This is an optimization exercise on Yosys and OpenROAD, whose aim is small area, not a production implementation.

== before ==
==> flow/design.v <==
`timescale 1ns/100ps
`default_nettype none
package mips_pkg;
    typedef enum logic [3:0] {
        st_boot = 4'd0,   
        st_d    = 4'd9,   
        st_ex   = 4'd1,   
        st_slt  = 4'd2,   
        st_br   = 4'd3,   
        st_swl  = 4'd4,   
        st_sws  = 4'd5,   
        st_lw   = 4'd6,   
        st_pc   = 4'd7,   
        st_pcs  = 4'd8    
    } state_t;
    localparam logic [5:0] OP_R    = 6'h00;
    localparam logic [5:0] OP_J    = 6'h02;
    localparam logic [5:0] OP_BEQ  = 6'h04;
    localparam logic [5:0] OP_BNE  = 6'h05;
    localparam logic [5:0] OP_ADDI = 6'h08;
    localparam logic [5:0] OP_LW   = 6'h23;
    localparam logic [5:0] OP_SW   = 6'h2b;
endpackage
`default_nettype wire
`timescale 1ns/100ps
`default_nettype none
module mips_cpu (
    input  wire logic                        clk,
    input  wire logic                        clk_en,
    input  wire logic                        reset,
    input  wire logic [32-1:0] r_data,    
    output logic                             wr_en,
    output logic [32-1:0]      mem_addr,
    output logic [32-1:0]      w_data
);
    mips_pkg::state_t      st;
    logic [4:0]  ph;
    logic        pol;
    logic [31:1] rf_q;        
    logic        pc_q;        
    logic [9:0]  mar;         
    logic [31:0] wd;          
    logic        c;           
    logic        cp;          
    logic        flag;        
    logic        x1, x2;      
    logic [5:0] op;
    logic [4:0] rs, rt, rd;
    assign op = r_data[31:26];
    assign rs = r_data[25:21];
    assign rt = r_data[20:16];
    assign rd = r_data[15:11];
    logic is_r, is_j, is_beq, is_bne, is_addi, is_lw, is_sw;
    assign is_r    = (op == mips_pkg::OP_R);
    assign is_j    = (op == mips_pkg::OP_J);
    assign is_beq  = (op == mips_pkg::OP_BEQ);
    assign is_bne  = (op == mips_pkg::OP_BNE);
    assign is_addi = (op == mips_pkg::OP_ADDI);
    assign is_lw   = (op == mips_pkg::OP_LW);
    assign is_sw   = (op == mips_pkg::OP_SW);
    logic s_boot, s_d, s_ex, s_slt, s_br, s_swl, s_sws, s_lw, s_pc, s_pcs;
    assign s_boot = (st == mips_pkg::st_boot);
    assign s_d    = (st == mips_pkg::st_d);
    assign s_ex   = (st == mips_pkg::st_ex);
    assign s_slt  = (st == mips_pkg::st_slt);
    assign s_br   = (st == mips_pkg::st_br);
    assign s_swl  = (st == mips_pkg::st_swl);
    assign s_sws  = (st == mips_pkg::st_sws);
    assign s_lw   = (st == mips_pkg::st_lw);
    assign s_pc   = (st == mips_pkg::st_pc);
    assign s_pcs  = (st == mips_pkg::st_pcs);
    logic ph0, ph2, last, av;
    assign ph0  = (ph == 5'd0);
    assign ph2  = (ph == 5'd2);
    assign last = (ph == 5'd31);
    assign av   = (ph >= 5'd2) && (ph <= 5'd11);   
    logic sx, raw, xb;
    assign sx  = !(s_lw || is_j);
    mux32 raw_mux (.d(r_data), .s(ph), .y(raw));
    assign xb  = (sx && ph[4]) ? r_data[15] : raw;
    logic a, b, pv;
    logic pq;
    mux32 rd_mux (.d({rf_q, pol}), .s(s_ex ? rt : rs), .y(pq));
    assign pv = pq ^ pol;
    assign a  = s_ex ? wd[0] : pv;
    assign b  = pv;
    logic pc0;
    assign pc0 = pc_q ^ pol;
    logic sub, bo, cin, sum, cout, res, less, eqb;
    assign sub  = is_r && r_data[1];
    assign bo   = (is_r ? b : xb) ^ sub;
    assign cin  = ph0 ? sub : c;
    assign sum  = a ^ bo ^ cin;
    assign cout = (a & bo) | (a & cin) | (bo & cin);
    assign res  = (is_r && r_data[2]) ? (r_data[0] ? (a | b) : (a & b)) : sum;
    assign less = (a ^ b) ? a : sum;
    assign eqb  = !(a ^ b) && (ph0 || flag);
    logic pa, pb, pcin, psum, pcout, pc_in;
    assign pa    = (s_swl || s_sws) ? mar[0] : pc0;
    assign pb    = s_br && x2;
    assign pcin  = ph2 ? !s_br : cp;
    assign psum  = pa ^ pb ^ pcin;
    assign pcout = (pa & pb) | (pa & pcin) | (pb & pcin);
    always_comb begin
        if (s_boot) pc_in = 1'b0;
        else if (s_d && (is_lw || is_sw)) pc_in = sum;             
        else if (s_d && is_j) pc_in = x2;                          
        else if (s_d || s_br || s_swl || s_sws) pc_in = psum;
        else pc_in = pc0;
    end
    logic       we, wb;
    logic [4:0] wa;
    assign we = (s_ex && is_r && !r_data[3]) || (s_d && is_addi) || s_slt || s_lw;
    assign wa = s_lw ? wd[20:16] : (is_r ? rd : rt);
    assign wb = s_lw ? xb : (s_slt ? (ph0 && flag) : res);
    mips_pkg::state_t nx;
    always_comb begin
        nx = mips_pkg::st_pc;
        case (st)
            mips_pkg::st_boot: nx = mips_pkg::st_d;
            mips_pkg::st_d: begin
                if (is_r || is_beq || is_bne || is_sw) nx = mips_pkg::st_ex;
                else if (is_lw) nx = mips_pkg::st_swl;
                else nx = mips_pkg::st_pc;
            end
            mips_pkg::st_ex: begin
                if (is_r && r_data[3]) nx = mips_pkg::st_slt;
                else if (is_sw) nx = mips_pkg::st_sws;
                else if ((is_beq && eqb) || (is_bne && !eqb)) nx = mips_pkg::st_br;
                else nx = mips_pkg::st_pc;
            end
            mips_pkg::st_swl: nx = mips_pkg::st_lw;
            mips_pkg::st_sws: nx = mips_pkg::st_pcs;
            mips_pkg::st_pc, mips_pkg::st_pcs: nx = mips_pkg::st_d;
            default: nx = mips_pkg::st_pc;
        endcase
    end
    always_ff @(posedge clk) begin
        if (reset) begin
            st <= mips_pkg::st_boot;
            ph <= 5'd0;
        end else if (clk_en) begin
            ph <= ph + 5'd1;
            if (last) st <= nx;
        end
    end
    always_ff @(posedge clk) begin
        pol <= reset ? 1'b0 : !pol;
    end
    logic [31:1] wsel, rot;
    always_comb begin
        for (int i = 1; i < 32; i++) begin
            wsel[i] = clk_en && we && (wa == 5'(i));
            rot[i]  = !(wsel[i] || !clk_en);
        end
    end
    logic pc_sh;
    assign pc_sh = clk_en && av;
    gpr_file rf_inst (
        .clk(clk), .sh(clk_en), .sh_n(!clk_en), .wsel(wsel), .rot(rot), .wd(wb ^ pol), .q(rf_q)
    );
    pol_shift #(.N(10), .W(1)) pc_inst (
        .clk(clk), .sh(pc_sh), .sh_n(!pc_sh), .d(pc_in ^ pol), .q(pc_q)
    );
    logic mar_sh, wd_sh;
    assign mar_sh = clk_en && av && (s_boot || s_swl || s_sws || s_pc || s_pcs);
    assign wd_sh  = clk_en && (s_d || s_ex);
    hold_shift #(.N(10)) mar_inst (
        .clk(clk), .sh(mar_sh), .sh_n(!mar_sh), .d(s_boot ? 1'b0 : pc0), .q(mar)
    );
    hold_shift #(.N(32)) wd_inst (
        .clk(clk), .sh(wd_sh), .sh_n(!wd_sh), .d(s_d ? (is_lw ? raw : pv) : (is_sw ? pv : wd[0])), .q(wd)
    );
    always_ff @(posedge clk) begin
        if (clk_en) begin
            c <= cout;
            if (s_ex) flag <= (is_r && r_data[3]) ? less : eqb;
            cp <= pcout;
            x1 <= xb;
            x2 <= x1;
        end
    end
    assign mem_addr = {20'd0, mar, 2'b00};
    assign w_data   = wd;
    assign wr_en    = clk_en && s_pcs && ph0;
endmodule
module pol_shift #(
    parameter int N = 32,
    parameter int W = 1
) (
    input  wire logic         clk,
    input  wire logic         sh,
    input  wire logic         sh_n,
    input  wire logic [W-1:0] d,
    output logic [W-1:0]      q
);
    logic [N-1:0] r [W];
    always_ff @(posedge clk) begin
        for (int w = 0; w < W; w++) begin
            r[w] <= ~(({N{sh_n}} | {d[w], r[w][N-1:1]}) & ({N{sh}} | r[w]));
        end
    end
    always_comb begin
        for (int w = 0; w < W; w++) q[w] = r[w][0];
    end
endmodule
`default_nettype wire
module hold_shift #(
    parameter int N = 32
) (
    input  wire logic         clk,
    input  wire logic         sh,
    input  wire logic         sh_n,
    input  wire logic         d,
    output logic [N-1:0]      q
);
    always_ff @(posedge clk) begin
        q <= ({N{sh_n}} | {d, q[N-1:1]}) & ({N{sh}} | q);
    end
endmodule
`default_nettype wire
module gpr_file (
    input  wire logic        clk,
    input  wire logic        sh,
    input  wire logic        sh_n,
    input  wire logic [31:1] wsel,
    input  wire logic [31:1] rot,
    input  wire logic        wd,
    output logic [31:1]      q
);
    logic [31:0] r [31:1];
    always_ff @(posedge clk) begin
        for (int i = 1; i < 32; i++) begin
            r[i][31]   <= !((wsel[i] && wd) || (rot[i] && r[i][0]) || (sh_n && r[i][31]));
            r[i][30:0] <= ~(({31{sh_n}} | r[i][31:1]) & ({31{sh}} | r[i][30:0]));
        end
    end
    always_comb begin
        for (int i = 1; i < 32; i++) q[i] = r[i][0];
    end
endmodule
module mux32 (
    input  wire logic [31:0] d,
    input  wire logic [4:0]  s,
    output logic             y
);
    logic [7:0] l1;
    logic [1:0] l2;
    for (genvar i = 0; i < 8; i++) begin : g_l1
        mux4 m (.d(d[4*i +: 4]), .s(s[1:0]), .y(l1[i]));
    end
    for (genvar i = 0; i < 2; i++) begin : g_l2
        mux4 m (.d(l1[4*i +: 4]), .s(s[3:2]), .y(l2[i]));
    end
    assign y = s[4] ? l2[1] : l2[0];
endmodule
module mux4 (
    input  wire logic [3:0] d,
    input  wire logic [1:0] s,
    output logic            y
);
    assign y = d[s];
endmodule
`default_nettype wire
clock: 10.0 ns
lec_check: 0
cap_margin: 20
core_margin: 2
core_utilization: 70
slew_margin: 20
synth_hierarchical: 1
standard.sh (not shown) runs the stock make flow with config.mk's settings and CLKGATE_MAP_FILE= SYNTH_SCRIPT=/design/flow/synth_recipe.tcl, a recipe that flattens the netlist after the stock synthesis.
==> flow/flow/run.sh <==
#!/bin/bash
# The standard layout, with buf_1 port buffers and a clock tree of
# clkbuf_8 leaf clusters without dummy loads. standard.sh's output goes to
# standard.log; ORFS keeps each tool's log under orfs/logs.
export BUFFER_PORTS_ARGS="-buffer_cell sky130_fd_sc_hd__buf_1"
export CTS_ARGS="-sink_clustering_enable -repair_clock_nets -dont_use_dummy_load -buf_list sky130_fd_sc_hd__clkbuf_8 -sink_clustering_size 16 -sink_clustering_max_diameter 200"
bash standard.sh > standard.log 2>&1
before completed end to end with timing, DRC and antenna clean.
### before -> after
--- a/flow/design.v
+++ b/flow/design.v
@@ -145,21 +145,18 @@
         end
     end
     always_ff @(posedge clk) begin
         pol <= reset ? 1'b0 : !pol;
     end
-    logic [31:1] wsel, rot;
-    always_comb begin
-        for (int i = 1; i < 32; i++) begin
-            wsel[i] = clk_en && we && (wa == 5'(i));
-            rot[i]  = !(wsel[i] || !clk_en);
-        end
+    logic [31:1] wsel;
+    always_comb begin
+        for (int i = 1; i < 32; i++) wsel[i] = clk_en && we && (wa == 5'(i));
     end
     logic pc_sh;
     assign pc_sh = clk_en && av;
     gpr_file rf_inst (
-        .clk(clk), .sh(clk_en), .sh_n(!clk_en), .wsel(wsel), .rot(rot), .wd(wb ^ pol), .q(rf_q)
+        .clk(clk), .sh(clk_en), .sh_n(!clk_en), .wsel(wsel), .wd(wb ^ pol), .q(rf_q)
     );
     pol_shift #(.N(10), .W(1)) pc_inst (
         .clk(clk), .sh(pc_sh), .sh_n(!pc_sh), .d(pc_in ^ pol), .q(pc_q)
     );
     logic mar_sh, wd_sh;
@@ -222,18 +219,17 @@
 module gpr_file (
     input  wire logic        clk,
     input  wire logic        sh,
     input  wire logic        sh_n,
     input  wire logic [31:1] wsel,
-    input  wire logic [31:1] rot,
     input  wire logic        wd,
     output logic [31:1]      q
 );
     logic [31:0] r [31:1];
     always_ff @(posedge clk) begin
         for (int i = 1; i < 32; i++) begin
-            r[i][31]   <= !((wsel[i] && wd) || (rot[i] && r[i][0]) || (sh_n && r[i][31]));
+            r[i][31]   <= !((wsel[i] && wd) || (!(wsel[i] || sh_n) && r[i][0]) || (sh_n && r[i][31]));
             r[i][30:0] <= ~(({31{sh_n}} | r[i][31:1]) & ({31{sh}} | r[i][30:0]));
         end
     end
     always_comb begin
         for (int i = 1; i < 32; i++) q[i] = r[i][0];
==> comparison <==
Diff before -> after: first-pass iteration count of the detailed router shows a reduction of 1; placer congestion estimate shows no meaningful change; total grt overflow shows no meaningful change; multi-input combinational area share shows no meaningful change.
On met2 layer usage reported by global route: between before and after, it ends up lower for before.
Die area sits higher in after than in before.
Summary: with before as the reference, wire length in after moved up by a few percent.
The sequential fraction of the synthesis area in after sits 0.56 points below the value recorded for before.
No functional check of the RTL was part of any run of this note.

port drivers added, routing unchanged:
The results above use ideal ports. As a check the final layouts listed here were re-extracted and re-timed, cells and wires unchanged.
Step 1: set_driving_cell puts a clkbuf_16 on clk and a buf_2 on each other input, an assumption about the parent block.
Step 2 moves the port delays by t, midway between the first and last clock arrival at a register: inputs arrive t later, outputs are due t later. That takes back most of the time a late clock gives input paths.
a / b / c = ideal / step 1 / step 2; a / b = the first two.
run | shift t [ns] | slack for setup (ns) | hold slack, ns | worst setup path at the end
before | 0.692 | 3.686 / 3.662 / 2.970 | 0.402 / 0.402 / 0.402 | input to register
after | 0.708 | 3.370 / 3.381 / 2.675 | 0.391 / 0.391 / 0.391 | input to register
After both steps setup and hold are still met in every run listed. The setup slack of before, which loses most, moves by -0.024 ns with the drivers and by -0.716 ns with both steps.
